This design comes from an exercise in tuning for small area on the open sky130 flow, not from production work.
Only simulation tests tie the RTL to the original design; equivalence was not proved.
Power and IR drop assume default switching activity.

==> flow/design.v <==
`default_nettype none
package sat_pkg;
    localparam int num_bool_vars = 2;                        
    localparam int num_int_vars  = 2;                        
    localparam int num_vars      = num_bool_vars + num_int_vars;  
    localparam int num_clauses   = 4;                        
    localparam int int_width  = 4;    
    localparam int sum_width  = 10;   
    localparam int gain_width = 3;    
    localparam int idx_width  = $clog2(num_clauses);
    localparam int assign_w = num_bool_vars + 2 * int_width;   
    localparam int code_w   = 2 * num_bool_vars;
    localparam int bias_lsb = code_w;
    localparam int coef0_lsb = code_w + int_width;
    localparam int coef1_lsb = code_w + 2 * int_width;
    localparam int clause_w = code_w + 3 * int_width;   
    localparam int formula_w = num_clauses * clause_w;
endpackage
`default_nettype wire
`default_nettype none
module lm_fa
(
    input  wire a,
    input  wire b,
    input  wire c,
    output wire s,
    output wire co
);
    assign s  = a ^ b ^ c;
    assign co = (a & b) | (a & c) | (b & c);
endmodule
module lm_ha
(
    input  wire a,
    input  wire b,
    output wire s,
    output wire co
);
    assign s  = a ^ b;
    assign co = a & b;
endmodule
`default_nettype wire
`default_nettype none
module local_move
(
    input  logic        clk,
    input  logic        rst_n,
    input  logic        clause_write,
    input  logic [1:0]  clause_index,
    input  logic [15:0] clause_data,
    input  logic [3:0]  clause_enable,
    input  logic [9:0]  current,
    input  logic [1:0]  bool_propose_enable,
    input  logic [1:0]  int_propose_enable,
    input  logic        start,
    output logic [11:0] gains,
    output logic [2:0]  best_gain,
    output logic [9:0]  best_assignment,
    output logic        done
);
    logic [15:0] cl0, cl1, cl2, cl3;
    logic [3:0]  cv;
    always_ff @(posedge clk)
    begin
        if (clause_write && clause_index == 2'd0) cl0 <= clause_data;
        if (clause_write && clause_index == 2'd1) cl1 <= clause_data;
        if (clause_write && clause_index == 2'd2) cl2 <= clause_data;
        if (clause_write && clause_index == 2'd3) cl3 <= clause_data;
    end
    always_ff @(posedge clk or negedge rst_n)
    begin
        if (!rst_n)
            cv <= '0;
        else if (clause_write)
            cv[clause_index] <= 1'b1;
    end
    wire [3:0] x  = current[3:0];
    wire [3:0] y  = current[7:4];
    wire       p0 = current[8];
    wire       p1 = current[9];
    wire       xw = (current[3:0] == 4'd7);   
    wire       yw = (current[7:4] == 4'd7);
    wire [3:0] sat0, sat1, sat2, sat3, sat4;
    wire [15:0] c_0 = cl0;
    wire [3:0] b_0 = c_0[7:4];
    wire [3:0] c0_0 = c_0[11:8];
    wire [3:0] c1_0 = c_0[15:12];
    wire k0_1, k0_2, k0_3, k0_4, k0_5, k0_6, k0_7, k0_8, k0_9, k0_10, k0_11, k0_12, k0_13, k0_14, k0_15, k0_16, k0_17, k0_18, k0_19, k0_20, k0_21, k0_22, k0_23, k0_24, k0_25, k0_26, k0_27, k0_28, k0_29, k0_30, k0_31, k0_32, k0_33, k0_34, k0_35, k0_36, k0_37, k0_38, k0_39, k0_40, k0_41, k0_42, k0_43, k0_44, k0_45, k0_46, k0_47, k0_48, k0_49, k0_50, k0_51, k0_52, k0_53, k0_54, k0_55, k0_56, k0_57, k0_58, k0_59, k0_60, k0_61, k0_62, k0_63, k0_64, k0_65, k0_66, k0_67, k0_68, k0_69, k0_70, k0_71, k0_72, k0_73, k0_74, k0_75, k0_76, k0_77, k0_78, k0_79, k0_80, k0_81, k0_82, k0_83, k0_84, k0_85, k0_86, k0_87, k0_88, k0_89, k0_90, k0_91, k0_92, k0_93, k0_94, k0_95, k0_96, k0_97, k0_98, k0_99, k0_100, k0_101, k0_102, k0_103, k0_104, k0_105, k0_106, k0_107, k0_108, k0_109, k0_110, k0_111, k0_112, k0_113, k0_114, k0_115, k0_116, k0_117, k0_118, k0_119, k0_120, k0_121;
    lm_ha u_k0_1 (.a((c1_0[0] & y[0])), .b(b_0[0]), .s(k0_1), .co(k0_2));
    lm_fa u_k0_3 (.a((c1_0[0] & y[1])), .b((c1_0[1] & y[0])), .c(b_0[1]), .s(k0_3), .co(k0_4));
    lm_ha u_k0_5 (.a(k0_2), .b(k0_3), .s(k0_5), .co(k0_6));
    lm_fa u_k0_7 (.a((c1_0[0] & y[2])), .b((c1_0[1] & y[1])), .c((c1_0[2] & y[0])), .s(k0_7), .co(k0_8));
    lm_fa u_k0_9 (.a(b_0[2]), .b(k0_4), .c(k0_6), .s(k0_9), .co(k0_10));
    lm_ha u_k0_11 (.a(k0_7), .b(k0_9), .s(k0_11), .co(k0_12));
    lm_fa u_k0_13 (.a((~c1_0[0] | ~y[3])), .b((c1_0[1] & y[2])), .c((c1_0[2] & y[1])), .s(k0_13), .co(k0_14));
    lm_fa u_k0_15 (.a((~c1_0[3] | ~y[0])), .b(~b_0[3]), .c(1'b1), .s(k0_15), .co(k0_16));
    lm_fa u_k0_17 (.a(k0_8), .b(k0_10), .c(k0_12), .s(k0_17), .co(k0_18));
    lm_fa u_k0_19 (.a(k0_13), .b(k0_15), .c(k0_17), .s(k0_19), .co(k0_20));
    lm_fa u_k0_21 (.a((~c1_0[1] | ~y[3])), .b((c1_0[2] & y[2])), .c((~c1_0[3] | ~y[1])), .s(k0_21), .co(k0_22));
    lm_fa u_k0_23 (.a(k0_14), .b(k0_16), .c(k0_18), .s(k0_23), .co(k0_24));
    lm_fa u_k0_25 (.a(k0_20), .b(k0_21), .c(k0_23), .s(k0_25), .co(k0_26));
    lm_fa u_k0_27 (.a((~c1_0[2] | ~y[3])), .b((~c1_0[3] | ~y[2])), .c(k0_22), .s(k0_27), .co(k0_28));
    lm_fa u_k0_29 (.a(k0_24), .b(k0_26), .c(k0_27), .s(k0_29), .co(k0_30));
    lm_fa u_k0_31 (.a((c1_0[3] & y[3])), .b(k0_28), .c(k0_30), .s(k0_31), .co(k0_32));
    lm_ha u_k0_33 (.a(1'b1), .b(k0_32), .s(k0_33), .co(k0_34));
    assign k0_35 = 1'b1 ^ k0_34;
    lm_ha u_k0_36 (.a(k0_1), .b((c0_0[0] & x[0])), .s(k0_36), .co(k0_37));
    lm_fa u_k0_38 (.a(k0_5), .b((c0_0[0] & x[1])), .c((c0_0[1] & x[0])), .s(k0_38), .co(k0_39));
    lm_ha u_k0_40 (.a(k0_37), .b(k0_38), .s(k0_40), .co(k0_41));
    lm_fa u_k0_42 (.a(k0_11), .b((c0_0[0] & x[2])), .c((c0_0[1] & x[1])), .s(k0_42), .co(k0_43));
    lm_fa u_k0_44 (.a((c0_0[2] & x[0])), .b(k0_39), .c(k0_41), .s(k0_44), .co(k0_45));
    lm_ha u_k0_46 (.a(k0_42), .b(k0_44), .s(k0_46), .co(k0_47));
    lm_fa u_k0_48 (.a(k0_19), .b((~c0_0[0] | ~x[3])), .c((c0_0[1] & x[2])), .s(k0_48), .co(k0_49));
    lm_fa u_k0_50 (.a((c0_0[2] & x[1])), .b((~c0_0[3] | ~x[0])), .c(k0_43), .s(k0_50), .co(k0_51));
    lm_fa u_k0_52 (.a(k0_45), .b(k0_47), .c(k0_48), .s(k0_52), .co(k0_53));
    lm_ha u_k0_54 (.a(k0_50), .b(k0_52), .s(k0_54), .co(k0_55));
    lm_fa u_k0_56 (.a(k0_25), .b((~c0_0[1] | ~x[3])), .c((c0_0[2] & x[2])), .s(k0_56), .co(k0_57));
    lm_fa u_k0_58 (.a((~c0_0[3] | ~x[1])), .b(1'b1), .c(k0_49), .s(k0_58), .co(k0_59));
    lm_fa u_k0_60 (.a(k0_51), .b(k0_53), .c(k0_55), .s(k0_60), .co(k0_61));
    lm_fa u_k0_62 (.a(k0_56), .b(k0_58), .c(k0_60), .s(k0_62), .co(k0_63));
    lm_fa u_k0_64 (.a(k0_29), .b((~c0_0[2] | ~x[3])), .c((~c0_0[3] | ~x[2])), .s(k0_64), .co(k0_65));
    lm_fa u_k0_66 (.a(k0_57), .b(k0_59), .c(k0_61), .s(k0_66), .co(k0_67));
    lm_fa u_k0_68 (.a(k0_63), .b(k0_64), .c(k0_66), .s(k0_68), .co(k0_69));
    lm_fa u_k0_70 (.a(k0_31), .b((c0_0[3] & x[3])), .c(k0_65), .s(k0_70), .co(k0_71));
    lm_fa u_k0_72 (.a(k0_67), .b(k0_69), .c(k0_70), .s(k0_72), .co(k0_73));
    lm_fa u_k0_74 (.a(k0_33), .b(1'b1), .c(k0_71), .s(k0_74), .co(k0_75));
    lm_ha u_k0_76 (.a(k0_73), .b(k0_74), .s(k0_76), .co(k0_77));
    assign k0_78 = k0_35 ^ 1'b1;
    assign k0_79 = k0_75 ^ k0_77;
    assign k0_80 = k0_78 ^ k0_79;
    assign k0_81 = ~k0_80;
    assign k0_82 = k0_36 & c0_0[0];
    assign k0_83 = (k0_40 & c0_0[1]) | (k0_40 & k0_82) | (c0_0[1] & k0_82);
    assign k0_84 = (k0_46 & c0_0[2]) | (k0_46 & k0_83) | (c0_0[2] & k0_83);
    assign k0_85 = (k0_54 & c0_0[3]) | (k0_54 & k0_84) | (c0_0[3] & k0_84);
    assign k0_86 = (k0_62 & c0_0[3]) | (k0_62 & k0_85) | (c0_0[3] & k0_85);
    assign k0_87 = (k0_68 & c0_0[3]) | (k0_68 & k0_86) | (c0_0[3] & k0_86);
    assign k0_88 = (k0_72 & c0_0[3]) | (k0_72 & k0_87) | (c0_0[3] & k0_87);
    assign k0_89 = (k0_76 & c0_0[3]) | (k0_76 & k0_88) | (c0_0[3] & k0_88);
    assign k0_90 = ~(k0_80 ^ c0_0[3] ^ k0_89);
    assign k0_91 = k0_19 | ~c0_0[0];
    assign k0_92 = (k0_25 & ~c0_0[1]) | (k0_25 & k0_91) | (~c0_0[1] & k0_91);
    assign k0_93 = (k0_29 & ~c0_0[2]) | (k0_29 & k0_92) | (~c0_0[2] & k0_92);
    assign k0_94 = (k0_31 & ~c0_0[3]) | (k0_31 & k0_93) | (~c0_0[3] & k0_93);
    assign k0_95 = (k0_33 & ~c0_0[3]) | (k0_33 & k0_94) | (~c0_0[3] & k0_94);
    assign k0_96 = ~(k0_35 ^ ~c0_0[3] ^ k0_95);
    assign k0_97 = xw ? k0_96 : k0_90;
    assign k0_98 = k0_36 ^ c1_0[0];
    assign k0_99 = k0_36 & c1_0[0];
    assign k0_100 = k0_40 ^ c1_0[1] ^ k0_99;
    assign k0_101 = (k0_40 & c1_0[1]) | (k0_40 & k0_99) | (c1_0[1] & k0_99);
    assign k0_102 = k0_46 ^ c1_0[2] ^ k0_101;
    assign k0_103 = (k0_46 & c1_0[2]) | (k0_46 & k0_101) | (c1_0[2] & k0_101);
    assign k0_104 = k0_54 ^ c1_0[3] ^ k0_103;
    assign k0_105 = (k0_54 & c1_0[3]) | (k0_54 & k0_103) | (c1_0[3] & k0_103);
    assign k0_106 = k0_62 ^ c1_0[3] ^ k0_105;
    assign k0_107 = (k0_62 & c1_0[3]) | (k0_62 & k0_105) | (c1_0[3] & k0_105);
    assign k0_108 = k0_68 ^ c1_0[3] ^ k0_107;
    assign k0_109 = (k0_68 & c1_0[3]) | (k0_68 & k0_107) | (c1_0[3] & k0_107);
    assign k0_110 = k0_72 ^ c1_0[3] ^ k0_109;
    assign k0_111 = (k0_72 & c1_0[3]) | (k0_72 & k0_109) | (c1_0[3] & k0_109);
    assign k0_112 = k0_76 ^ c1_0[3] ^ k0_111;
    assign k0_113 = (k0_76 & c1_0[3]) | (k0_76 & k0_111) | (c1_0[3] & k0_111);
    assign k0_114 = k0_80 ^ c1_0[3] ^ k0_113;
    assign k0_115 = ~k0_114;
    assign k0_116 = k0_106 | ~c1_0[0];
    assign k0_117 = (k0_108 & ~c1_0[1]) | (k0_108 & k0_116) | (~c1_0[1] & k0_116);
    assign k0_118 = (k0_110 & ~c1_0[2]) | (k0_110 & k0_117) | (~c1_0[2] & k0_117);
    assign k0_119 = (k0_112 & ~c1_0[3]) | (k0_112 & k0_118) | (~c1_0[3] & k0_118);
    assign k0_120 = ~(k0_114 ^ ~c1_0[3] ^ k0_119);
    assign k0_121 = yw ? k0_120 : k0_115;
    wire h0_0  = c_0[1] & (p0 == c_0[0]);
    wire h0f_0 = c_0[1] & (p0 != c_0[0]);
    wire h1_0  = c_0[3] & (p1 == c_0[2]);
    wire h1f_0 = c_0[3] & (p1 != c_0[2]);
    wire z_0 = ~cv[0];
    wire en_0 = clause_enable[0];
    assign sat0[0] = en_0 & (z_0 | h0_0  | h1_0  | k0_81);
    assign sat1[0] = en_0 & (z_0 | h0f_0 | h1_0  | k0_81);
    assign sat2[0] = en_0 & (z_0 | h0_0  | h1f_0 | k0_81);
    assign sat3[0] = en_0 & (z_0 | h0_0  | h1_0  | k0_97);
    assign sat4[0] = en_0 & (z_0 | h0_0  | h1_0  | k0_121);
    wire [15:0] c_1 = cl1;
    wire [3:0] b_1 = c_1[7:4];
    wire [3:0] c0_1 = c_1[11:8];
    wire [3:0] c1_1 = c_1[15:12];
    wire k1_1, k1_2, k1_3, k1_4, k1_5, k1_6, k1_7, k1_8, k1_9, k1_10, k1_11, k1_12, k1_13, k1_14, k1_15, k1_16, k1_17, k1_18, k1_19, k1_20, k1_21, k1_22, k1_23, k1_24, k1_25, k1_26, k1_27, k1_28, k1_29, k1_30, k1_31, k1_32, k1_33, k1_34, k1_35, k1_36, k1_37, k1_38, k1_39, k1_40, k1_41, k1_42, k1_43, k1_44, k1_45, k1_46, k1_47, k1_48, k1_49, k1_50, k1_51, k1_52, k1_53, k1_54, k1_55, k1_56, k1_57, k1_58, k1_59, k1_60, k1_61, k1_62, k1_63, k1_64, k1_65, k1_66, k1_67, k1_68, k1_69, k1_70, k1_71, k1_72, k1_73, k1_74, k1_75, k1_76, k1_77, k1_78, k1_79, k1_80, k1_81, k1_82, k1_83, k1_84, k1_85, k1_86, k1_87, k1_88, k1_89, k1_90, k1_91, k1_92, k1_93, k1_94, k1_95, k1_96, k1_97, k1_98, k1_99, k1_100, k1_101, k1_102, k1_103, k1_104, k1_105, k1_106, k1_107, k1_108, k1_109, k1_110, k1_111, k1_112, k1_113, k1_114, k1_115, k1_116, k1_117, k1_118, k1_119, k1_120, k1_121;
    lm_ha u_k1_1 (.a((c1_1[0] & y[0])), .b(b_1[0]), .s(k1_1), .co(k1_2));
    lm_fa u_k1_3 (.a((c1_1[0] & y[1])), .b((c1_1[1] & y[0])), .c(b_1[1]), .s(k1_3), .co(k1_4));
    lm_ha u_k1_5 (.a(k1_2), .b(k1_3), .s(k1_5), .co(k1_6));
    lm_fa u_k1_7 (.a((c1_1[0] & y[2])), .b((c1_1[1] & y[1])), .c((c1_1[2] & y[0])), .s(k1_7), .co(k1_8));
    lm_fa u_k1_9 (.a(b_1[2]), .b(k1_4), .c(k1_6), .s(k1_9), .co(k1_10));
    lm_ha u_k1_11 (.a(k1_7), .b(k1_9), .s(k1_11), .co(k1_12));
    lm_fa u_k1_13 (.a((~c1_1[0] | ~y[3])), .b((c1_1[1] & y[2])), .c((c1_1[2] & y[1])), .s(k1_13), .co(k1_14));
    lm_fa u_k1_15 (.a((~c1_1[3] | ~y[0])), .b(~b_1[3]), .c(1'b1), .s(k1_15), .co(k1_16));
    lm_fa u_k1_17 (.a(k1_8), .b(k1_10), .c(k1_12), .s(k1_17), .co(k1_18));
    lm_fa u_k1_19 (.a(k1_13), .b(k1_15), .c(k1_17), .s(k1_19), .co(k1_20));
    lm_fa u_k1_21 (.a((~c1_1[1] | ~y[3])), .b((c1_1[2] & y[2])), .c((~c1_1[3] | ~y[1])), .s(k1_21), .co(k1_22));
    lm_fa u_k1_23 (.a(k1_14), .b(k1_16), .c(k1_18), .s(k1_23), .co(k1_24));
    lm_fa u_k1_25 (.a(k1_20), .b(k1_21), .c(k1_23), .s(k1_25), .co(k1_26));
    lm_fa u_k1_27 (.a((~c1_1[2] | ~y[3])), .b((~c1_1[3] | ~y[2])), .c(k1_22), .s(k1_27), .co(k1_28));
    lm_fa u_k1_29 (.a(k1_24), .b(k1_26), .c(k1_27), .s(k1_29), .co(k1_30));
    lm_fa u_k1_31 (.a((c1_1[3] & y[3])), .b(k1_28), .c(k1_30), .s(k1_31), .co(k1_32));
    lm_ha u_k1_33 (.a(1'b1), .b(k1_32), .s(k1_33), .co(k1_34));
    assign k1_35 = 1'b1 ^ k1_34;
    lm_ha u_k1_36 (.a(k1_1), .b((c0_1[0] & x[0])), .s(k1_36), .co(k1_37));
    lm_fa u_k1_38 (.a(k1_5), .b((c0_1[0] & x[1])), .c((c0_1[1] & x[0])), .s(k1_38), .co(k1_39));
    lm_ha u_k1_40 (.a(k1_37), .b(k1_38), .s(k1_40), .co(k1_41));
    lm_fa u_k1_42 (.a(k1_11), .b((c0_1[0] & x[2])), .c((c0_1[1] & x[1])), .s(k1_42), .co(k1_43));
    lm_fa u_k1_44 (.a((c0_1[2] & x[0])), .b(k1_39), .c(k1_41), .s(k1_44), .co(k1_45));
    lm_ha u_k1_46 (.a(k1_42), .b(k1_44), .s(k1_46), .co(k1_47));
    lm_fa u_k1_48 (.a(k1_19), .b((~c0_1[0] | ~x[3])), .c((c0_1[1] & x[2])), .s(k1_48), .co(k1_49));
    lm_fa u_k1_50 (.a((c0_1[2] & x[1])), .b((~c0_1[3] | ~x[0])), .c(k1_43), .s(k1_50), .co(k1_51));
    lm_fa u_k1_52 (.a(k1_45), .b(k1_47), .c(k1_48), .s(k1_52), .co(k1_53));
    lm_ha u_k1_54 (.a(k1_50), .b(k1_52), .s(k1_54), .co(k1_55));
    lm_fa u_k1_56 (.a(k1_25), .b((~c0_1[1] | ~x[3])), .c((c0_1[2] & x[2])), .s(k1_56), .co(k1_57));
    lm_fa u_k1_58 (.a((~c0_1[3] | ~x[1])), .b(1'b1), .c(k1_49), .s(k1_58), .co(k1_59));
    lm_fa u_k1_60 (.a(k1_51), .b(k1_53), .c(k1_55), .s(k1_60), .co(k1_61));
    lm_fa u_k1_62 (.a(k1_56), .b(k1_58), .c(k1_60), .s(k1_62), .co(k1_63));
    lm_fa u_k1_64 (.a(k1_29), .b((~c0_1[2] | ~x[3])), .c((~c0_1[3] | ~x[2])), .s(k1_64), .co(k1_65));
    lm_fa u_k1_66 (.a(k1_57), .b(k1_59), .c(k1_61), .s(k1_66), .co(k1_67));
    lm_fa u_k1_68 (.a(k1_63), .b(k1_64), .c(k1_66), .s(k1_68), .co(k1_69));
    lm_fa u_k1_70 (.a(k1_31), .b((c0_1[3] & x[3])), .c(k1_65), .s(k1_70), .co(k1_71));
    lm_fa u_k1_72 (.a(k1_67), .b(k1_69), .c(k1_70), .s(k1_72), .co(k1_73));
    lm_fa u_k1_74 (.a(k1_33), .b(1'b1), .c(k1_71), .s(k1_74), .co(k1_75));
    lm_ha u_k1_76 (.a(k1_73), .b(k1_74), .s(k1_76), .co(k1_77));
    assign k1_78 = k1_35 ^ 1'b1;
    assign k1_79 = k1_75 ^ k1_77;
    assign k1_80 = k1_78 ^ k1_79;
    assign k1_81 = ~k1_80;
    assign k1_82 = k1_36 & c0_1[0];
    assign k1_83 = (k1_40 & c0_1[1]) | (k1_40 & k1_82) | (c0_1[1] & k1_82);
    assign k1_84 = (k1_46 & c0_1[2]) | (k1_46 & k1_83) | (c0_1[2] & k1_83);
    assign k1_85 = (k1_54 & c0_1[3]) | (k1_54 & k1_84) | (c0_1[3] & k1_84);
    assign k1_86 = (k1_62 & c0_1[3]) | (k1_62 & k1_85) | (c0_1[3] & k1_85);
    assign k1_87 = (k1_68 & c0_1[3]) | (k1_68 & k1_86) | (c0_1[3] & k1_86);
    assign k1_88 = (k1_72 & c0_1[3]) | (k1_72 & k1_87) | (c0_1[3] & k1_87);
    assign k1_89 = (k1_76 & c0_1[3]) | (k1_76 & k1_88) | (c0_1[3] & k1_88);
    assign k1_90 = ~(k1_80 ^ c0_1[3] ^ k1_89);
    assign k1_91 = k1_19 | ~c0_1[0];
    assign k1_92 = (k1_25 & ~c0_1[1]) | (k1_25 & k1_91) | (~c0_1[1] & k1_91);
    assign k1_93 = (k1_29 & ~c0_1[2]) | (k1_29 & k1_92) | (~c0_1[2] & k1_92);
    assign k1_94 = (k1_31 & ~c0_1[3]) | (k1_31 & k1_93) | (~c0_1[3] & k1_93);
    assign k1_95 = (k1_33 & ~c0_1[3]) | (k1_33 & k1_94) | (~c0_1[3] & k1_94);
    assign k1_96 = ~(k1_35 ^ ~c0_1[3] ^ k1_95);
    assign k1_97 = xw ? k1_96 : k1_90;
    assign k1_98 = k1_36 ^ c1_1[0];
    assign k1_99 = k1_36 & c1_1[0];
    assign k1_100 = k1_40 ^ c1_1[1] ^ k1_99;
    assign k1_101 = (k1_40 & c1_1[1]) | (k1_40 & k1_99) | (c1_1[1] & k1_99);
    assign k1_102 = k1_46 ^ c1_1[2] ^ k1_101;
    assign k1_103 = (k1_46 & c1_1[2]) | (k1_46 & k1_101) | (c1_1[2] & k1_101);
    assign k1_104 = k1_54 ^ c1_1[3] ^ k1_103;
    assign k1_105 = (k1_54 & c1_1[3]) | (k1_54 & k1_103) | (c1_1[3] & k1_103);
    assign k1_106 = k1_62 ^ c1_1[3] ^ k1_105;
    assign k1_107 = (k1_62 & c1_1[3]) | (k1_62 & k1_105) | (c1_1[3] & k1_105);
    assign k1_108 = k1_68 ^ c1_1[3] ^ k1_107;
    assign k1_109 = (k1_68 & c1_1[3]) | (k1_68 & k1_107) | (c1_1[3] & k1_107);
    assign k1_110 = k1_72 ^ c1_1[3] ^ k1_109;
    assign k1_111 = (k1_72 & c1_1[3]) | (k1_72 & k1_109) | (c1_1[3] & k1_109);
    assign k1_112 = k1_76 ^ c1_1[3] ^ k1_111;
    assign k1_113 = (k1_76 & c1_1[3]) | (k1_76 & k1_111) | (c1_1[3] & k1_111);
    assign k1_114 = k1_80 ^ c1_1[3] ^ k1_113;
    assign k1_115 = ~k1_114;
    assign k1_116 = k1_106 | ~c1_1[0];
    assign k1_117 = (k1_108 & ~c1_1[1]) | (k1_108 & k1_116) | (~c1_1[1] & k1_116);
    assign k1_118 = (k1_110 & ~c1_1[2]) | (k1_110 & k1_117) | (~c1_1[2] & k1_117);
    assign k1_119 = (k1_112 & ~c1_1[3]) | (k1_112 & k1_118) | (~c1_1[3] & k1_118);
    assign k1_120 = ~(k1_114 ^ ~c1_1[3] ^ k1_119);
    assign k1_121 = yw ? k1_120 : k1_115;
    wire h0_1  = c_1[1] & (p0 == c_1[0]);
    wire h0f_1 = c_1[1] & (p0 != c_1[0]);
    wire h1_1  = c_1[3] & (p1 == c_1[2]);
    wire h1f_1 = c_1[3] & (p1 != c_1[2]);
    wire z_1 = ~cv[1];
    wire en_1 = clause_enable[1];
    assign sat0[1] = en_1 & (z_1 | h0_1  | h1_1  | k1_81);
    assign sat1[1] = en_1 & (z_1 | h0f_1 | h1_1  | k1_81);
    assign sat2[1] = en_1 & (z_1 | h0_1  | h1f_1 | k1_81);
    assign sat3[1] = en_1 & (z_1 | h0_1  | h1_1  | k1_97);
    assign sat4[1] = en_1 & (z_1 | h0_1  | h1_1  | k1_121);
    wire [15:0] c_2 = cl2;
    wire [3:0] b_2 = c_2[7:4];
    wire [3:0] c0_2 = c_2[11:8];
    wire [3:0] c1_2 = c_2[15:12];
    wire k2_1, k2_2, k2_3, k2_4, k2_5, k2_6, k2_7, k2_8, k2_9, k2_10, k2_11, k2_12, k2_13, k2_14, k2_15, k2_16, k2_17, k2_18, k2_19, k2_20, k2_21, k2_22, k2_23, k2_24, k2_25, k2_26, k2_27, k2_28, k2_29, k2_30, k2_31, k2_32, k2_33, k2_34, k2_35, k2_36, k2_37, k2_38, k2_39, k2_40, k2_41, k2_42, k2_43, k2_44, k2_45, k2_46, k2_47, k2_48, k2_49, k2_50, k2_51, k2_52, k2_53, k2_54, k2_55, k2_56, k2_57, k2_58, k2_59, k2_60, k2_61, k2_62, k2_63, k2_64, k2_65, k2_66, k2_67, k2_68, k2_69, k2_70, k2_71, k2_72, k2_73, k2_74, k2_75, k2_76, k2_77, k2_78, k2_79, k2_80, k2_81, k2_82, k2_83, k2_84, k2_85, k2_86, k2_87, k2_88, k2_89, k2_90, k2_91, k2_92, k2_93, k2_94, k2_95, k2_96, k2_97, k2_98, k2_99, k2_100, k2_101, k2_102, k2_103, k2_104, k2_105, k2_106, k2_107, k2_108, k2_109, k2_110, k2_111, k2_112, k2_113, k2_114, k2_115, k2_116, k2_117, k2_118, k2_119, k2_120, k2_121;
    lm_ha u_k2_1 (.a((c1_2[0] & y[0])), .b(b_2[0]), .s(k2_1), .co(k2_2));
    lm_fa u_k2_3 (.a((c1_2[0] & y[1])), .b((c1_2[1] & y[0])), .c(b_2[1]), .s(k2_3), .co(k2_4));
    lm_ha u_k2_5 (.a(k2_2), .b(k2_3), .s(k2_5), .co(k2_6));
    lm_fa u_k2_7 (.a((c1_2[0] & y[2])), .b((c1_2[1] & y[1])), .c((c1_2[2] & y[0])), .s(k2_7), .co(k2_8));
    lm_fa u_k2_9 (.a(b_2[2]), .b(k2_4), .c(k2_6), .s(k2_9), .co(k2_10));
    lm_ha u_k2_11 (.a(k2_7), .b(k2_9), .s(k2_11), .co(k2_12));
    lm_fa u_k2_13 (.a((~c1_2[0] | ~y[3])), .b((c1_2[1] & y[2])), .c((c1_2[2] & y[1])), .s(k2_13), .co(k2_14));
    lm_fa u_k2_15 (.a((~c1_2[3] | ~y[0])), .b(~b_2[3]), .c(1'b1), .s(k2_15), .co(k2_16));
    lm_fa u_k2_17 (.a(k2_8), .b(k2_10), .c(k2_12), .s(k2_17), .co(k2_18));
    lm_fa u_k2_19 (.a(k2_13), .b(k2_15), .c(k2_17), .s(k2_19), .co(k2_20));
    lm_fa u_k2_21 (.a((~c1_2[1] | ~y[3])), .b((c1_2[2] & y[2])), .c((~c1_2[3] | ~y[1])), .s(k2_21), .co(k2_22));
    lm_fa u_k2_23 (.a(k2_14), .b(k2_16), .c(k2_18), .s(k2_23), .co(k2_24));
    lm_fa u_k2_25 (.a(k2_20), .b(k2_21), .c(k2_23), .s(k2_25), .co(k2_26));
    lm_fa u_k2_27 (.a((~c1_2[2] | ~y[3])), .b((~c1_2[3] | ~y[2])), .c(k2_22), .s(k2_27), .co(k2_28));
    lm_fa u_k2_29 (.a(k2_24), .b(k2_26), .c(k2_27), .s(k2_29), .co(k2_30));
    lm_fa u_k2_31 (.a((c1_2[3] & y[3])), .b(k2_28), .c(k2_30), .s(k2_31), .co(k2_32));
    lm_ha u_k2_33 (.a(1'b1), .b(k2_32), .s(k2_33), .co(k2_34));
    assign k2_35 = 1'b1 ^ k2_34;
    lm_ha u_k2_36 (.a(k2_1), .b((c0_2[0] & x[0])), .s(k2_36), .co(k2_37));
    lm_fa u_k2_38 (.a(k2_5), .b((c0_2[0] & x[1])), .c((c0_2[1] & x[0])), .s(k2_38), .co(k2_39));
    lm_ha u_k2_40 (.a(k2_37), .b(k2_38), .s(k2_40), .co(k2_41));
    lm_fa u_k2_42 (.a(k2_11), .b((c0_2[0] & x[2])), .c((c0_2[1] & x[1])), .s(k2_42), .co(k2_43));
    lm_fa u_k2_44 (.a((c0_2[2] & x[0])), .b(k2_39), .c(k2_41), .s(k2_44), .co(k2_45));
    lm_ha u_k2_46 (.a(k2_42), .b(k2_44), .s(k2_46), .co(k2_47));
    lm_fa u_k2_48 (.a(k2_19), .b((~c0_2[0] | ~x[3])), .c((c0_2[1] & x[2])), .s(k2_48), .co(k2_49));
    lm_fa u_k2_50 (.a((c0_2[2] & x[1])), .b((~c0_2[3] | ~x[0])), .c(k2_43), .s(k2_50), .co(k2_51));
    lm_fa u_k2_52 (.a(k2_45), .b(k2_47), .c(k2_48), .s(k2_52), .co(k2_53));
    lm_ha u_k2_54 (.a(k2_50), .b(k2_52), .s(k2_54), .co(k2_55));
    lm_fa u_k2_56 (.a(k2_25), .b((~c0_2[1] | ~x[3])), .c((c0_2[2] & x[2])), .s(k2_56), .co(k2_57));
    lm_fa u_k2_58 (.a((~c0_2[3] | ~x[1])), .b(1'b1), .c(k2_49), .s(k2_58), .co(k2_59));
    lm_fa u_k2_60 (.a(k2_51), .b(k2_53), .c(k2_55), .s(k2_60), .co(k2_61));
    lm_fa u_k2_62 (.a(k2_56), .b(k2_58), .c(k2_60), .s(k2_62), .co(k2_63));
    lm_fa u_k2_64 (.a(k2_29), .b((~c0_2[2] | ~x[3])), .c((~c0_2[3] | ~x[2])), .s(k2_64), .co(k2_65));
    lm_fa u_k2_66 (.a(k2_57), .b(k2_59), .c(k2_61), .s(k2_66), .co(k2_67));
    lm_fa u_k2_68 (.a(k2_63), .b(k2_64), .c(k2_66), .s(k2_68), .co(k2_69));
    lm_fa u_k2_70 (.a(k2_31), .b((c0_2[3] & x[3])), .c(k2_65), .s(k2_70), .co(k2_71));
    lm_fa u_k2_72 (.a(k2_67), .b(k2_69), .c(k2_70), .s(k2_72), .co(k2_73));
    lm_fa u_k2_74 (.a(k2_33), .b(1'b1), .c(k2_71), .s(k2_74), .co(k2_75));
    lm_ha u_k2_76 (.a(k2_73), .b(k2_74), .s(k2_76), .co(k2_77));
    assign k2_78 = k2_35 ^ 1'b1;
    assign k2_79 = k2_75 ^ k2_77;
    assign k2_80 = k2_78 ^ k2_79;
    assign k2_81 = ~k2_80;
    assign k2_82 = k2_36 & c0_2[0];
    assign k2_83 = (k2_40 & c0_2[1]) | (k2_40 & k2_82) | (c0_2[1] & k2_82);
    assign k2_84 = (k2_46 & c0_2[2]) | (k2_46 & k2_83) | (c0_2[2] & k2_83);
    assign k2_85 = (k2_54 & c0_2[3]) | (k2_54 & k2_84) | (c0_2[3] & k2_84);
    assign k2_86 = (k2_62 & c0_2[3]) | (k2_62 & k2_85) | (c0_2[3] & k2_85);
    assign k2_87 = (k2_68 & c0_2[3]) | (k2_68 & k2_86) | (c0_2[3] & k2_86);
    assign k2_88 = (k2_72 & c0_2[3]) | (k2_72 & k2_87) | (c0_2[3] & k2_87);
    assign k2_89 = (k2_76 & c0_2[3]) | (k2_76 & k2_88) | (c0_2[3] & k2_88);
    assign k2_90 = ~(k2_80 ^ c0_2[3] ^ k2_89);
    assign k2_91 = k2_19 | ~c0_2[0];
    assign k2_92 = (k2_25 & ~c0_2[1]) | (k2_25 & k2_91) | (~c0_2[1] & k2_91);
    assign k2_93 = (k2_29 & ~c0_2[2]) | (k2_29 & k2_92) | (~c0_2[2] & k2_92);
    assign k2_94 = (k2_31 & ~c0_2[3]) | (k2_31 & k2_93) | (~c0_2[3] & k2_93);
    assign k2_95 = (k2_33 & ~c0_2[3]) | (k2_33 & k2_94) | (~c0_2[3] & k2_94);
    assign k2_96 = ~(k2_35 ^ ~c0_2[3] ^ k2_95);
    assign k2_97 = xw ? k2_96 : k2_90;
    assign k2_98 = k2_36 ^ c1_2[0];
    assign k2_99 = k2_36 & c1_2[0];
    assign k2_100 = k2_40 ^ c1_2[1] ^ k2_99;
    assign k2_101 = (k2_40 & c1_2[1]) | (k2_40 & k2_99) | (c1_2[1] & k2_99);
    assign k2_102 = k2_46 ^ c1_2[2] ^ k2_101;
    assign k2_103 = (k2_46 & c1_2[2]) | (k2_46 & k2_101) | (c1_2[2] & k2_101);
    assign k2_104 = k2_54 ^ c1_2[3] ^ k2_103;
    assign k2_105 = (k2_54 & c1_2[3]) | (k2_54 & k2_103) | (c1_2[3] & k2_103);
    assign k2_106 = k2_62 ^ c1_2[3] ^ k2_105;
    assign k2_107 = (k2_62 & c1_2[3]) | (k2_62 & k2_105) | (c1_2[3] & k2_105);
    assign k2_108 = k2_68 ^ c1_2[3] ^ k2_107;
    assign k2_109 = (k2_68 & c1_2[3]) | (k2_68 & k2_107) | (c1_2[3] & k2_107);
    assign k2_110 = k2_72 ^ c1_2[3] ^ k2_109;
    assign k2_111 = (k2_72 & c1_2[3]) | (k2_72 & k2_109) | (c1_2[3] & k2_109);
    assign k2_112 = k2_76 ^ c1_2[3] ^ k2_111;
    assign k2_113 = (k2_76 & c1_2[3]) | (k2_76 & k2_111) | (c1_2[3] & k2_111);
    assign k2_114 = k2_80 ^ c1_2[3] ^ k2_113;
    assign k2_115 = ~k2_114;
    assign k2_116 = k2_106 | ~c1_2[0];
    assign k2_117 = (k2_108 & ~c1_2[1]) | (k2_108 & k2_116) | (~c1_2[1] & k2_116);
    assign k2_118 = (k2_110 & ~c1_2[2]) | (k2_110 & k2_117) | (~c1_2[2] & k2_117);
    assign k2_119 = (k2_112 & ~c1_2[3]) | (k2_112 & k2_118) | (~c1_2[3] & k2_118);
    assign k2_120 = ~(k2_114 ^ ~c1_2[3] ^ k2_119);
    assign k2_121 = yw ? k2_120 : k2_115;
    wire h0_2  = c_2[1] & (p0 == c_2[0]);
    wire h0f_2 = c_2[1] & (p0 != c_2[0]);
    wire h1_2  = c_2[3] & (p1 == c_2[2]);
    wire h1f_2 = c_2[3] & (p1 != c_2[2]);
    wire z_2 = ~cv[2];
    wire en_2 = clause_enable[2];
    assign sat0[2] = en_2 & (z_2 | h0_2  | h1_2  | k2_81);
    assign sat1[2] = en_2 & (z_2 | h0f_2 | h1_2  | k2_81);
    assign sat2[2] = en_2 & (z_2 | h0_2  | h1f_2 | k2_81);
    assign sat3[2] = en_2 & (z_2 | h0_2  | h1_2  | k2_97);
    assign sat4[2] = en_2 & (z_2 | h0_2  | h1_2  | k2_121);
    wire [15:0] c_3 = cl3;
    wire [3:0] b_3 = c_3[7:4];
    wire [3:0] c0_3 = c_3[11:8];
    wire [3:0] c1_3 = c_3[15:12];
    wire k3_1, k3_2, k3_3, k3_4, k3_5, k3_6, k3_7, k3_8, k3_9, k3_10, k3_11, k3_12, k3_13, k3_14, k3_15, k3_16, k3_17, k3_18, k3_19, k3_20, k3_21, k3_22, k3_23, k3_24, k3_25, k3_26, k3_27, k3_28, k3_29, k3_30, k3_31, k3_32, k3_33, k3_34, k3_35, k3_36, k3_37, k3_38, k3_39, k3_40, k3_41, k3_42, k3_43, k3_44, k3_45, k3_46, k3_47, k3_48, k3_49, k3_50, k3_51, k3_52, k3_53, k3_54, k3_55, k3_56, k3_57, k3_58, k3_59, k3_60, k3_61, k3_62, k3_63, k3_64, k3_65, k3_66, k3_67, k3_68, k3_69, k3_70, k3_71, k3_72, k3_73, k3_74, k3_75, k3_76, k3_77, k3_78, k3_79, k3_80, k3_81, k3_82, k3_83, k3_84, k3_85, k3_86, k3_87, k3_88, k3_89, k3_90, k3_91, k3_92, k3_93, k3_94, k3_95, k3_96, k3_97, k3_98, k3_99, k3_100, k3_101, k3_102, k3_103, k3_104, k3_105, k3_106, k3_107, k3_108, k3_109, k3_110, k3_111, k3_112, k3_113, k3_114, k3_115, k3_116, k3_117, k3_118, k3_119, k3_120, k3_121;
    lm_ha u_k3_1 (.a((c1_3[0] & y[0])), .b(b_3[0]), .s(k3_1), .co(k3_2));
    lm_fa u_k3_3 (.a((c1_3[0] & y[1])), .b((c1_3[1] & y[0])), .c(b_3[1]), .s(k3_3), .co(k3_4));
    lm_ha u_k3_5 (.a(k3_2), .b(k3_3), .s(k3_5), .co(k3_6));
    lm_fa u_k3_7 (.a((c1_3[0] & y[2])), .b((c1_3[1] & y[1])), .c((c1_3[2] & y[0])), .s(k3_7), .co(k3_8));
    lm_fa u_k3_9 (.a(b_3[2]), .b(k3_4), .c(k3_6), .s(k3_9), .co(k3_10));
    lm_ha u_k3_11 (.a(k3_7), .b(k3_9), .s(k3_11), .co(k3_12));
    lm_fa u_k3_13 (.a((~c1_3[0] | ~y[3])), .b((c1_3[1] & y[2])), .c((c1_3[2] & y[1])), .s(k3_13), .co(k3_14));
    lm_fa u_k3_15 (.a((~c1_3[3] | ~y[0])), .b(~b_3[3]), .c(1'b1), .s(k3_15), .co(k3_16));
    lm_fa u_k3_17 (.a(k3_8), .b(k3_10), .c(k3_12), .s(k3_17), .co(k3_18));
    lm_fa u_k3_19 (.a(k3_13), .b(k3_15), .c(k3_17), .s(k3_19), .co(k3_20));
    lm_fa u_k3_21 (.a((~c1_3[1] | ~y[3])), .b((c1_3[2] & y[2])), .c((~c1_3[3] | ~y[1])), .s(k3_21), .co(k3_22));
    lm_fa u_k3_23 (.a(k3_14), .b(k3_16), .c(k3_18), .s(k3_23), .co(k3_24));
    lm_fa u_k3_25 (.a(k3_20), .b(k3_21), .c(k3_23), .s(k3_25), .co(k3_26));
    lm_fa u_k3_27 (.a((~c1_3[2] | ~y[3])), .b((~c1_3[3] | ~y[2])), .c(k3_22), .s(k3_27), .co(k3_28));
    lm_fa u_k3_29 (.a(k3_24), .b(k3_26), .c(k3_27), .s(k3_29), .co(k3_30));
    lm_fa u_k3_31 (.a((c1_3[3] & y[3])), .b(k3_28), .c(k3_30), .s(k3_31), .co(k3_32));
    lm_ha u_k3_33 (.a(1'b1), .b(k3_32), .s(k3_33), .co(k3_34));
    assign k3_35 = 1'b1 ^ k3_34;
    lm_ha u_k3_36 (.a(k3_1), .b((c0_3[0] & x[0])), .s(k3_36), .co(k3_37));
    lm_fa u_k3_38 (.a(k3_5), .b((c0_3[0] & x[1])), .c((c0_3[1] & x[0])), .s(k3_38), .co(k3_39));
    lm_ha u_k3_40 (.a(k3_37), .b(k3_38), .s(k3_40), .co(k3_41));
    lm_fa u_k3_42 (.a(k3_11), .b((c0_3[0] & x[2])), .c((c0_3[1] & x[1])), .s(k3_42), .co(k3_43));
    lm_fa u_k3_44 (.a((c0_3[2] & x[0])), .b(k3_39), .c(k3_41), .s(k3_44), .co(k3_45));
    lm_ha u_k3_46 (.a(k3_42), .b(k3_44), .s(k3_46), .co(k3_47));
    lm_fa u_k3_48 (.a(k3_19), .b((~c0_3[0] | ~x[3])), .c((c0_3[1] & x[2])), .s(k3_48), .co(k3_49));
    lm_fa u_k3_50 (.a((c0_3[2] & x[1])), .b((~c0_3[3] | ~x[0])), .c(k3_43), .s(k3_50), .co(k3_51));
    lm_fa u_k3_52 (.a(k3_45), .b(k3_47), .c(k3_48), .s(k3_52), .co(k3_53));
    lm_ha u_k3_54 (.a(k3_50), .b(k3_52), .s(k3_54), .co(k3_55));
    lm_fa u_k3_56 (.a(k3_25), .b((~c0_3[1] | ~x[3])), .c((c0_3[2] & x[2])), .s(k3_56), .co(k3_57));
    lm_fa u_k3_58 (.a((~c0_3[3] | ~x[1])), .b(1'b1), .c(k3_49), .s(k3_58), .co(k3_59));
    lm_fa u_k3_60 (.a(k3_51), .b(k3_53), .c(k3_55), .s(k3_60), .co(k3_61));
    lm_fa u_k3_62 (.a(k3_56), .b(k3_58), .c(k3_60), .s(k3_62), .co(k3_63));
    lm_fa u_k3_64 (.a(k3_29), .b((~c0_3[2] | ~x[3])), .c((~c0_3[3] | ~x[2])), .s(k3_64), .co(k3_65));
    lm_fa u_k3_66 (.a(k3_57), .b(k3_59), .c(k3_61), .s(k3_66), .co(k3_67));
    lm_fa u_k3_68 (.a(k3_63), .b(k3_64), .c(k3_66), .s(k3_68), .co(k3_69));
    lm_fa u_k3_70 (.a(k3_31), .b((c0_3[3] & x[3])), .c(k3_65), .s(k3_70), .co(k3_71));
    lm_fa u_k3_72 (.a(k3_67), .b(k3_69), .c(k3_70), .s(k3_72), .co(k3_73));
    lm_fa u_k3_74 (.a(k3_33), .b(1'b1), .c(k3_71), .s(k3_74), .co(k3_75));
    lm_ha u_k3_76 (.a(k3_73), .b(k3_74), .s(k3_76), .co(k3_77));
    assign k3_78 = k3_35 ^ 1'b1;
    assign k3_79 = k3_75 ^ k3_77;
    assign k3_80 = k3_78 ^ k3_79;
    assign k3_81 = ~k3_80;
    assign k3_82 = k3_36 & c0_3[0];
    assign k3_83 = (k3_40 & c0_3[1]) | (k3_40 & k3_82) | (c0_3[1] & k3_82);
    assign k3_84 = (k3_46 & c0_3[2]) | (k3_46 & k3_83) | (c0_3[2] & k3_83);
    assign k3_85 = (k3_54 & c0_3[3]) | (k3_54 & k3_84) | (c0_3[3] & k3_84);
    assign k3_86 = (k3_62 & c0_3[3]) | (k3_62 & k3_85) | (c0_3[3] & k3_85);
    assign k3_87 = (k3_68 & c0_3[3]) | (k3_68 & k3_86) | (c0_3[3] & k3_86);
    assign k3_88 = (k3_72 & c0_3[3]) | (k3_72 & k3_87) | (c0_3[3] & k3_87);
    assign k3_89 = (k3_76 & c0_3[3]) | (k3_76 & k3_88) | (c0_3[3] & k3_88);
    assign k3_90 = ~(k3_80 ^ c0_3[3] ^ k3_89);
    assign k3_91 = k3_19 | ~c0_3[0];
    assign k3_92 = (k3_25 & ~c0_3[1]) | (k3_25 & k3_91) | (~c0_3[1] & k3_91);
    assign k3_93 = (k3_29 & ~c0_3[2]) | (k3_29 & k3_92) | (~c0_3[2] & k3_92);
    assign k3_94 = (k3_31 & ~c0_3[3]) | (k3_31 & k3_93) | (~c0_3[3] & k3_93);
    assign k3_95 = (k3_33 & ~c0_3[3]) | (k3_33 & k3_94) | (~c0_3[3] & k3_94);
    assign k3_96 = ~(k3_35 ^ ~c0_3[3] ^ k3_95);
    assign k3_97 = xw ? k3_96 : k3_90;
    assign k3_98 = k3_36 ^ c1_3[0];
    assign k3_99 = k3_36 & c1_3[0];
    assign k3_100 = k3_40 ^ c1_3[1] ^ k3_99;
    assign k3_101 = (k3_40 & c1_3[1]) | (k3_40 & k3_99) | (c1_3[1] & k3_99);
    assign k3_102 = k3_46 ^ c1_3[2] ^ k3_101;
    assign k3_103 = (k3_46 & c1_3[2]) | (k3_46 & k3_101) | (c1_3[2] & k3_101);
    assign k3_104 = k3_54 ^ c1_3[3] ^ k3_103;
    assign k3_105 = (k3_54 & c1_3[3]) | (k3_54 & k3_103) | (c1_3[3] & k3_103);
    assign k3_106 = k3_62 ^ c1_3[3] ^ k3_105;
    assign k3_107 = (k3_62 & c1_3[3]) | (k3_62 & k3_105) | (c1_3[3] & k3_105);
    assign k3_108 = k3_68 ^ c1_3[3] ^ k3_107;
    assign k3_109 = (k3_68 & c1_3[3]) | (k3_68 & k3_107) | (c1_3[3] & k3_107);
    assign k3_110 = k3_72 ^ c1_3[3] ^ k3_109;
    assign k3_111 = (k3_72 & c1_3[3]) | (k3_72 & k3_109) | (c1_3[3] & k3_109);
    assign k3_112 = k3_76 ^ c1_3[3] ^ k3_111;
    assign k3_113 = (k3_76 & c1_3[3]) | (k3_76 & k3_111) | (c1_3[3] & k3_111);
    assign k3_114 = k3_80 ^ c1_3[3] ^ k3_113;
    assign k3_115 = ~k3_114;
    assign k3_116 = k3_106 | ~c1_3[0];
    assign k3_117 = (k3_108 & ~c1_3[1]) | (k3_108 & k3_116) | (~c1_3[1] & k3_116);
    assign k3_118 = (k3_110 & ~c1_3[2]) | (k3_110 & k3_117) | (~c1_3[2] & k3_117);
    assign k3_119 = (k3_112 & ~c1_3[3]) | (k3_112 & k3_118) | (~c1_3[3] & k3_118);
    assign k3_120 = ~(k3_114 ^ ~c1_3[3] ^ k3_119);
    assign k3_121 = yw ? k3_120 : k3_115;
    wire h0_3  = c_3[1] & (p0 == c_3[0]);
    wire h0f_3 = c_3[1] & (p0 != c_3[0]);
    wire h1_3  = c_3[3] & (p1 == c_3[2]);
    wire h1f_3 = c_3[3] & (p1 != c_3[2]);
    wire z_3 = ~cv[3];
    wire en_3 = clause_enable[3];
    assign sat0[3] = en_3 & (z_3 | h0_3  | h1_3  | k3_81);
    assign sat1[3] = en_3 & (z_3 | h0f_3 | h1_3  | k3_81);
    assign sat2[3] = en_3 & (z_3 | h0_3  | h1f_3 | k3_81);
    assign sat3[3] = en_3 & (z_3 | h0_3  | h1_3  | k3_97);
    assign sat4[3] = en_3 & (z_3 | h0_3  | h1_3  | k3_121);
    function automatic logic [2:0] pop4(input logic [3:0] v);
        logic s0, c0;
        s0 = v[0] ^ v[1] ^ v[2];
        c0 = (v[0] & v[1]) | (v[0] & v[2]) | (v[1] & v[2]);
        pop4 = {c0 & s0 & v[3], c0 ^ (s0 & v[3]), s0 ^ v[3]};
    endfunction
    wire [2:0] cnt0 = pop4(sat0);
    wire [2:0] cnt1 = pop4(sat1);
    wire [2:0] cnt2 = pop4(sat2);
    wire [2:0] cnt3 = pop4(sat3);
    wire [2:0] cnt4 = pop4(sat4);
    logic [14:0] s1_cnt;
    logic [9:0]  s1_cur;
    logic [3:0]  s1_pe;
    logic        v1;
    always_ff @(posedge clk)
    begin
        s1_cnt <= {cnt4, cnt3, cnt2, cnt1, cnt0};
        s1_cur <= current;
        s1_pe  <= {int_propose_enable, bool_propose_enable};
    end
    always_ff @(posedge clk or negedge rst_n)
    begin
        if (!rst_n)
            v1 <= 1'b0;
        else
            v1 <= start;
    end
    wire [2:0] cnt [5];
    for (genvar j = 0; j < 5; j++)
    begin : g_cnt
        assign cnt[j] = s1_cnt[3*j +: 3];
    end
    logic [11:0] r_gains;
    logic [2:0]  r_best;
    logic [3:0]  win;     
    logic        found;
    always_comb
    begin
        r_best = cnt[0];
        win    = '0;
        found  = 1'b0;
        for (int i = 0; i < 4; i++)
        begin
            r_gains[3*i +: 3] = s1_pe[i] ? cnt[i+1] : 3'd0;
            if (s1_pe[i] && (!found || (cnt[i+1] > r_best)))
            begin
                r_best = cnt[i+1];
                win    = 4'(1) << i;
                found  = 1'b1;
            end
        end
    end
    wire [3:0] xi = {s1_cur[3] ^ (&s1_cur[2:0]), s1_cur[2] ^ (&s1_cur[1:0]), s1_cur[1] ^ s1_cur[0], ~s1_cur[0]};
    wire [3:0] yi = {s1_cur[7] ^ (&s1_cur[6:4]), s1_cur[6] ^ (&s1_cur[5:4]), s1_cur[5] ^ s1_cur[4], ~s1_cur[4]};
    wire [9:0] r_assign = {s1_cur[9] ^ win[1], s1_cur[8] ^ win[0],
                           win[3] ? yi : s1_cur[7:4],
                           win[2] ? xi : s1_cur[3:0]};
    always_ff @(posedge clk or negedge rst_n)
    begin
        if (!rst_n)
        begin
            gains           <= '0;
            best_gain       <= '0;
            best_assignment <= '0;
            done            <= 1'b0;
        end
        else
        begin
            done <= v1;
            if (v1)
            begin
                gains           <= r_gains;
                best_gain       <= r_best;
                best_assignment <= r_assign;
            end
        end
    end
endmodule
`default_nettype wire
==> flow/flow/run.sh <==
#!/bin/bash
# Standard ORFS layout with two changes: the ports are buffered with the smallest
# plain buffer, and clock tree synthesis adds no dummy load cells.
set -euo pipefail
export BUFFER_PORTS_ARGS="-buffer_cell sky130_fd_sc_hd__buf_1"
export CTS_ARGS="-sink_clustering_enable -repair_clock_nets -buf_list sky130_fd_sc_hd__clkbuf_4 -dont_use_dummy_load"
bash standard.sh > standard.log 2>&1
==> flow/standard.sh <==
#!/bin/bash
# synth_recipe.tcl (not shown) runs the flow's synth.tcl, then flattens the netlist and writes it again
# the make line also repeats each setting of config.mk as NAME=value (left out here)
make -C /OpenROAD-flow-scripts/flow DESIGN_CONFIG=/design/flow/config.mk WORK_HOME=/design/flow/orfs CLKGATE_MAP_FILE= SYNTH_SCRIPT=/design/flow/synth_recipe.tcl "${@:-finish}"
==> flow/config.mk <==
export PLATFORM = sky130hd
export DESIGN_NAME = local_move
export DESIGN_NICKNAME = local_move
export VERILOG_FILES = /design/flow/design.v
export SDC_FILE = /design/flow/constraint.sdc
export NUM_CORES = 4
export LEC_CHECK = 0
export CAP_MARGIN = 20
export CORE_MARGIN = 2
export CORE_UTILIZATION = 75
export CTS_BUF_LIST = sky130_fd_sc_hd__clkbuf_4
export SLEW_MARGIN = 20
export SYNTH_HIERARCHICAL = 1
==> flow/constraint.sdc <==
create_clock -name core_clock -period 12.0 [get_ports {clk}]
set_input_delay 2.4000 -clock core_clock [delete_from_list [all_inputs] [get_ports {clk}]]
set_output_delay 2.4000 -clock core_clock [all_outputs]
set_load 0.01 [all_outputs]
==> summary.txt <==
-- sequential cells by signal, indices dropped and copies added (netlist names) --
| name | flops |
|---|---|
| best_assignment | 10 |
| cl2 | 16 |
| s1_pe | 4 |
| cl3 | 16 |
| cv | 4 |
| cl1 | 16 |
| v1 | 1 |
| gains | 12 |
| s1_cnt | 15 |
| best_gain | 3 |
| s1_cur | 10 |
| cl0 | 16 |
| done | 1 |
-- metrics by stage --
| stage | setup WS [ns] | area [µm²] |
|---|---|---|
| after detailed placement | 0.767 | 10400 |
| after floorplan | 1.69 | 9970 |
| after CTS | 1.31 | 10600 |
| after global placement | 1.07 | 10400 |
| final | 1.27 | 10600 |
| after global routing | 0.978 | 10600 |
-- cell usage in the layout, fill, tap and decap left out, drive strengths merged, types with 10 or more instances in the layout --
cell,n
a21oi,24
inv,55
nor3,10
edfxtp,64
dfxtp,29
and2,81
dfrtp,31
conb,16
o21ai,35
fa,137
nand3,19
xnor2,24
clkbuf,18
buf,74
nor2,35
maj3,20
xor2,14
nand2,69
nor2b,12
mux2i,18
ha,54
-- final cells by class --
| cell class | count | area (µm²) | share of cell area (%) |
|---|---|---|---|
| inverters | 55 | 206 | 1.95 |
| well taps | 176 | 220 | 2.08 |
| clock buffers | 17 | 128 | 1.21 |
| flip-flops and latches | 124 | 3280 | 31.0 |
| multi-input cells | 670 | 6420 | 60.7 |
| repair buffers | 75 | 320 | 3.03 |
-- Yosys stat by module, one instance, submodules excluded --
| module | cell area (µm²) | times used | flip-flops and latches |
|---|---|---|---|
| local_move | 7140 | 1 | 124 |
| lm_fa | 20.0 | 116 | 0 |
| lm_ha | 12.5 | 36 | 0 |
-- routing by layer --
layer  GRT usage [%]  up-vias
met5               0        -
met4            13.2        0
met3            6.80       61
met2            59.3      268
met1            44.1     3481
li1                -     3064
-- kinds of logic (layout without fill, tap and decap cells) --
kind of cell / after synthesis / count (layout)
simple gates: 277 / 277
fa+ha+maj: 211 / 211
flops: 124 / 124
compound gates: 108 / 108
buf+inv: 74 / 147
xor+xnor: 38 / 38
mux: 20 / 20
other cells: 1 / 16
-- worst min path at each step --
stage / start / to / slack [ns]
final: cv[0] / cv[0] / 0.49
after global routing: cv[3] / cv[3] / 0.51
after CTS: cv[3] / cv[3] / 0.49
after detailed placement: cv[3] / cv[3] / 0.46
after global placement: cv[3] / cv[3] / 0.45
after floorplan: v1 / done / 0.41
-- power groups by stage --
stage,registers (mW),clock network [mW],logic (mW)
after floorplan,0.577,0,1.62
after global placement,0.579,0,1.95
after detailed placement,0.581,0,2.11
after CTS,0.572,0.197,2.13
after global routing,0.580,0.213,2.39
final,0.573,0.195,2.13
-- worst register-to-register path: cells and delay by family, from the launching register on --
family          cells  cell delay (ns)
simple gates        3             0.38
xor+xnor            2             0.35
fa+ha+maj          17             7.17
compound gates      2             0.34
flops               1             0.54
buf+inv             1             0.06
==> results.sh <==
export IMPL_outcome="timing/DRC/antenna clean"
export IMPL_cp_num_buf_inv=2
export IMPL_wl_met3_um=1350
export IMPL_rows=42
export IMPL_drive_above_1_share_pct=6.06
export IMPL_hold_path_class="flip-flop to flip-flop"
export IMPL_netlist_area_um2=9920
export IMPL_yosysWarningCount=7
export IMPL_timing_rr_start="cl0[13]"
export IMPL_cap_violations=0
export IMPL_antenna_found_initial=0
export IMPL_vias=6874
export IMPL_startpoint_type="input port"
export IMPL_postRouteAntennaNets=0
export IMPL_postSynthCellCount=853
export IMPL_num_fill_cells=813
export IMPL_synth_avg_cell_area_um2=11.6
export IMPL_insertion_delay_ns=0.54
export IMPL_first_pass_iters=5
export IMPL_crit_end="s1_cnt[13]"
export IMPL_dpl_hpwl_um=17700
export IMPL_routed_via_density=6.15
export IMPL_relSlewSlack_pct=26.6
export IMPL_die_x_um=119
export IMPL_rsz0062_at_grt="false"
export IMPL_ios=66
export IMPL_cts_hold_buffers=0
export IMPL_synth_compound_area_share_pct=7.08
export IMPL_crit_path_start="current[5]"
export IMPL_postLayoutCoreUtil_pct=80.8
export IMPL_totalWireLength_um=22400
export IMPL_dp_cells=1100
export IMPL_rrSetupSlack_ns=3.04
export IMPL_cp_depth=26
export IMPL_synth_edff_count=64
export IMPL_fin_hold_ws_ns=0.493
export IMPL_synth_xor_area_share_pct=3.36
export IMPL_die_area_um2=14200
export IMPL_ys_seq_area_share_pct=33.1
export IMPL_num_nets_final=1174
export IMPL_slowest_stage="fa_1"
export IMPL_area_growth_synth_to_final_pct=6.61
export IMPL_synthAdderAreaFrac_pct=36.6
export IMPL_place_congestion=0.901
export IMPL_yosys_top_cells_area="fa_1 (28%), edfxtp_1 (19%), dfrtp_1 (7.8%)"
export IMPL_ys_types=62
export IMPL_post_cts_buffers=0
export IMPL_worstSetupPathType="input port to flip-flop"
export IMPL_topRoutingLayerUsed="met4"
export IMPL_synth_mux_area_share_pct=2.04
export IMPL_fin_cells=1117
export IMPL_wl_met1_um=8850
export IMPL_core_um2=13100
export IMPL_p_leak_nw=4.36
export IMPL_synthSimpleGateAreaFrac_pct=15.0
export IMPL_maxSlewViolCount=0
export IMPL_finalWorstPathRequiredPeriod_ns=10.73
export IMPL_synth_top_area_share_pct=27.7
export IMPL_ir_drop_mv=0.236
export IMPL_cts_root_buffer="clkbuf_4"
export IMPL_cts_inserted_buffers=17
export IMPL_clkTransAtPathRegs_ns=0.10
export IMPL_hold_viol_final=0
export IMPL_synth_most_common_cell="fa_1"
export IMPL_p_per_area_nw_per_um2=274
export IMPL_clock_path_buffers=2
export IMPL_cp_end_kind="flip-flop"
export IMPL_finalCritPeriodShare_pct=89.4
export IMPL_tritoncts="done"
export IMPL_whs_path_depth=1
export IMPL_setup_violations=0
export IMPL_tightest_slew_ns=1.10
export IMPL_cp_slowest_stage_delay_ns=0.61
export IMPL_clock_sinks=124
export IMPL_power_mw=2.90
export IMPL_synth_seq_cells=124
export IMPL_wl_met2_um=11600
export IMPL_grt_overflow=0
export IMPL_groute_usage_overall_pct=34.6
export IMPL_ys_flop_type="edfxtp_1"
export IMPL_n_antenna_cell=0
export IMPL_fin_skew_ns=0.0444
export IMPL_crit_path_max_fanout=14
export IMPL_die_h_um=119
export IMPL_cts_resized=0
export IMPL_grt_first_pass_wirelength_um=37300
export IMPL_grt_max_degree=51
export IMPL_critPathMostFrequentCell="fa_1"
export IMPL_drc=0
export IMPL_rr_endpoint="s1_cnt[13]"
export IMPL_critPathRequiredTime_ns=12.41
export IMPL_p_sw_mw=1.34
export IMPL_yosysTopAreaCell="fa_1"
export IMPL_first_global_vias=7433
export IMPL_htreeDepth=4
export IMPL_wl_per_cell_um=20.1
export IMPL_switching_share_pct=46.2
export IMPL_setup_tns_ns=0
export IMPL_power_internal_mw=1.56
export IMPL_portBuffers=65
export IMPL_p_clk_share_pct=6.7
export IMPL_first_iter_violations=560
export IMPL_synthArstFlopShare_pct=25.0
export IMPL_start_util_pct=75.8
export IMPL_reg2reg_depth=25
export IMPL_ys_top_cells_by_count="fa_1 (137), and2_1 (77), nand2_1 (69)"
export IMPL_comb_power_share_pct=73.5
export IMPL_p_seq_share_pct=19.8
export IMPL_cp_top_family="adder cells"
export IMPL_fmax_mhz=93.2
export IMPL_synth_top_family_by_area="adder cells"
export IMPL_cp_data_arrival_time_ns=11.15

==> what the ideal ports hide <==
How much do the figures lean on ideal ports? The routed layout below was timed once more, with nothing changed but the port constraints. Step 1, drivers: a clkbuf_16 drives clk and a buf_2 each remaining input, both assumed. Step 2 adds t to the input delays and takes it off the output delays; t is the mean of the earliest and latest rising clock arrival at the registers after step 1. Input paths then give back, and output paths get back, about the clock's delay inside the block. Three values: ideal ports, drivers, drivers and shift; two values: the first two.
shift t [ns]: 0.547
slack for setup (ns): 1.268 / 1.271 / 0.724
worst setup path after step 2: input to register
After both steps this run still meets setup and hold. For this run, drivers alone change the setup slack by +0.003 ns; drivers and shift together by -0.544 ns.
